What follows belongs to an exercise in optimizing a design on an open flow for small area, a short achievable clock period and few clock cycles per item; a production flow would make more cautious choices.
In this exercise RTL edits were held to simulation tests only and were not proved equivalent to the original.

## ray_march_top
module ray_march_top #(
    parameter int            SCREEN_WIDTH  = 32,
    parameter int            SCREEN_HEIGHT = 24,
    parameter int            RAY_STAGES    = 3,
    parameter ray_pkg::fix_t EPSILON       = 16'h0010,
    parameter ray_pkg::fix_t MAX_DIST      = 16'h3200
) (
    input  wire                      clk,
    input  wire                      reset,
    input  wire                      i_start,
    input  var ray_pkg::fix_t       i_eye_height,
    input  wire [7:0]                i_tilt_step,
    input  var ray_pkg::shade_cfg_t i_shade,
    input  var ray_pkg::coord_t     i_read_x,
    input  var ray_pkg::coord_t     i_read_y,
    output ray_pkg::color_t          o_color,
    output logic                     o_done
);
Size: about 21000 cells after synthesis, ~210000 sq um of cells after synthesis.
Settings: LEC_CHECK=0, CAP_MARGIN=20, CORE_MARGIN=2, CORE_UTILIZATION=50, SETUP_SLACK_MARGIN=5, SLEW_MARGIN=20, SYNTH_MEMORY_MAX_BITS=8192, TNS_END_PERCENT=0; clock period 10.0 ns.
run.sh (not shown) runs the stock make flow with config.mk's settings and CLKGATE_MAP_FILE= SYNTH_SCRIPT=/design/flow/synth_recipe.tcl, a recipe that flattens the netlist after the stock synthesis.
Testbench counts at the start, summed over its fixed seeds: cycles 2,141, frames 48.
Then changed:
--- a/flow/design.v
+++ b/flow/design.v
@@ -88,21 +88,20 @@
     input  wire  [7:0]  i_tilt_q,      
     input  wire  [15:0] i_eye,         
     input  wire         i_eye_bad,     
     input  wire         i_grant,       
     input  wire         i_wr_block,    
     input  wire         i_ctriv_ok,    
     output logic        o_req,         
     output logic [15:0] o_depth,
     output logic [3:0]  o_row,
     output logic        o_black_we,    
-    output logic [3:0]  o_black_row,
     output logic        o_triv_we,     
     output logic [3:0]  o_triv_row,
     output logic        o_idle_next
 );
     localparam logic [1:0] S_DONE = 2'd0;
     localparam logic [1:0] S_LOAD = 2'd1;
     localparam logic [1:0] S_RUN  = 2'd2;
     localparam logic [1:0] S_TRIV = 2'd3;
     localparam logic [8:0] TSCALE = 9'd256 - 9'(SCALE);
     logic [1:0]  st;
@@ -199,34 +198,29 @@
     assign c3 = ((s1 & c1) | (s1 & s2) | (c1 & s2)) << 1;
     assign s4 = s3 ^ c3 ^ c2;
     assign c4 = ((s3 & c3) | (s3 & c2) | (c3 & c2)) << 1;
     assign prod = s4 + c4;
     assign hn   = prod[23:8];
     logic leave;
     logic last;
     logic load;
     logic triv_now;
     logic triv_wait;
-    logic black_fin;
-    logic blk_pend;
-    logic [3:0] blk_row;
     assign o_req      = (st == S_RUN) && fin && show;
-    assign black_fin  = (st == S_RUN) && fin && !show;
-    assign o_black_we = blk_pend;
-    assign o_black_row = blk_row;
-    assign leave      = black_fin || (o_req && i_grant);
+    assign o_black_we = (st == S_RUN) && fin && !show && !i_wr_block;
+    assign leave      = o_black_we || (o_req && i_grant);
     assign last       = (row == 4'd10);
     assign load       = ((st == S_LOAD) && ((row == 4'd0) || nxv)) ||
                         (leave && !last && nxv);
     assign triv_now   = leave && !last && nxv && triv_q && i_ctriv_ok &&
-                        !black_fin && !i_wr_block && !blk_pend;
-    assign triv_wait  = (st == S_TRIV) && i_ctriv_ok && !i_wr_block && !blk_pend;
+                        !o_black_we && !i_wr_block;
+    assign triv_wait  = (st == S_TRIV) && i_ctriv_ok && !i_wr_block;
     assign o_triv_we  = triv_now || triv_wait;
     assign o_triv_row = (st == S_TRIV) ? row : row + 4'd1;
     assign o_depth    = 16'(depth);
     assign o_row      = row;
     always_comb begin
         st_n = st;
         if (i_start) begin
             st_n = S_LOAD;
         end else if (st == S_LOAD) begin
             if (row == 4'd0) begin
@@ -242,26 +236,20 @@
     end
     assign o_idle_next = !i_start && ((st == S_DONE) || triv_now || triv_wait ||
                                       (leave && last));
     always_ff @(posedge clk) begin
         if (reset) begin
             st <= S_DONE;
         end else begin
             st <= st_n;
         end
         triv_q <= triv_next;
-        blk_row <= row;
-        if (reset) begin
-            blk_pend <= 1'b0;
-        end else begin
-            blk_pend <= black_fin;
-        end
         nxv <= !(i_start || load);
         if (i_start) begin
             row <= 4'd0;
         end else if (leave && !last) begin
             row <= row + 4'd1;
         end
         if (i_start) begin
             acc <= 12'(i_tilt);
         end else if (load) begin
             acc   <= acc + 12'(i_tilt_q);
@@ -419,21 +407,20 @@
     logic ctriv_calc;
     ray_pkg::color_t ctriv;
     assign start = i_start && !busy;
     assign eye_bad_in = (i_eye_height < EPSILON) || (i_eye_height >= MAX_DIST);
     logic [LANES-1:0]       req;
     logic [LANES-1:0]       grant;
     logic [LANES-1:0]       sel;
     logic [LANES-1:0][15:0] depth;
     logic [LANES-1:0][3:0]  row;
     logic [LANES-1:0]       black_we;
-    logic [LANES-1:0][3:0]  black_row;
     logic [LANES-1:0]       triv_we;
     logic [LANES-1:0][3:0]  triv_row;
     logic [LANES-1:0]       idle_next;
     logic [GROUPS-1:0][PER_GROUP-1:0]       g_req;
     logic [GROUPS-1:0][PER_GROUP-1:0]       g_grant;
     logic [GROUPS-1:0][PER_GROUP-1:0]       g_sel;
     logic [GROUPS-1:0][PER_GROUP-1:0][15:0] g_depth;
     logic [GROUPS-1:0][PER_GROUP-1:0][3:0]  g_row;
     logic [GROUPS-1:0][15:0]                sh_depth;
     logic [GROUPS-1:0][3:0]                 sh_row;
@@ -449,21 +436,20 @@
             .i_tilt_q    (tilt_q),
             .i_eye       (i_eye_height),
             .i_eye_bad   (eye_bad),
             .i_grant     (grant[c]),
             .i_wr_block  (sel[c]),
             .i_ctriv_ok  (ctriv_ok),
             .o_req       (req[c]),
             .o_depth     (depth[c]),
             .o_row       (row[c]),
             .o_black_we  (black_we[c]),
-            .o_black_row (black_row[c]),
             .o_triv_we   (triv_we[c]),
             .o_triv_row  (triv_row[c]),
             .o_idle_next (idle_next[c])
         );
         assign g_req[c % GROUPS][c / GROUPS] = req[c];
         assign g_depth[c % GROUPS][c / GROUPS] = depth[c];
         assign g_row[c % GROUPS][c / GROUPS] = row[c];
         assign grant[c] = g_grant[c % GROUPS][c / GROUPS];
         assign sel[c] = g_sel[c % GROUPS][c / GROUPS];
     end
@@ -487,24 +473,23 @@
             .i_depth (sh_depth[g]),
             .i_shade (shade_q),
             .o_color (sh_color[g])
         );
     end
     logic [LANES-1:0][10:0] we;
     logic [LANES-1:0][9:0]  wdata;
     logic [LANES-1:0][10:0] sh_we;
     for (genvar c = 0; c < LANES; c++) begin : g_wport
         for (genvar r = 0; r < 11; r++) begin : g_wrow
-            assign sh_we[c][r] = (sel[c] && sh_row[c % GROUPS] == 4'(r)) ||
-                                 (black_we[c] && black_row[c] == 4'(r));
+            assign sh_we[c][r] = sel[c] && sh_row[c % GROUPS] == 4'(r);
             assign we[c][r] = sh_we[c][r] ||
-                              (black_we[c] && black_row[c] == 4'(r)) ||
+                              (black_we[c] && row[c] == 4'(r)) ||
                               (triv_we[c] && triv_row[c] <= 4'(r));
         end
         assign wdata[c] = sel[c] ? sh_color[c % GROUPS] :
                           triv_we[c] ? ctriv : 10'd0;
     end
     frame_buffer u_frame_buffer (
         .clk      (clk),
         .i_we     (we),
         .i_wdata  (wdata),
         .i_fwd    (sh_we),
=>
- The changed run passed the timing, DRC and antenna checks
- wire length decreases by 3.0%
- synthesized cell count decreases by 1.8%
- global-route usage decreases by 0.92 points
- core utilization increases by 0.39 points
- die area decreases by 0.90%
- register-to-register slack is better by 0.09 ns
- clock skew decreases by 0.017 ns
- critical path depth increases by 2
- non-clock buffer count increases by 244
- via count decreases by 0.89%
Testbench counts after the change, summed over its fixed seeds: cycles 2,141, frames 48.

[port drivers added, routing unchanged]
In the flow no input, the clock included, has a driving cell. The finished layouts below were timed again as built, in two steps.
Step 1 sets driving cells, clkbuf_16 on the clock port and buf_2 on the other inputs (assumed; they add their load-dependent delay and slew).
Step 2 adds t to the input delays and takes it off the output delays; t is the mean of the earliest and latest rising clock arrival at the registers after step 1. Input paths then give back, and output paths get back, about the clock's delay inside the block.
Three values: ideal ports, drivers, drivers and shift; two values: the first two.
| run | t, ns | setup slack, ns | worst setup path at the end | clock arrival spread, ns | worst data-port slew with drivers (ns) |
|---|---|---|---|---|---|
| the first run | 1.048 | 4.206 / 4.085 / 3.037 | input to register | 0.093 / 0.093 | 0.36 |
| the second run | 1.023 | 4.326 / 4.326 / 3.619 | input to register | 0.082 / 0.083 | 0.07 |
After both steps setup and hold are still met in every run listed. For the first run, which loses most, drivers alone change the setup slack by -0.121 ns; drivers and shift together by -1.169 ns.
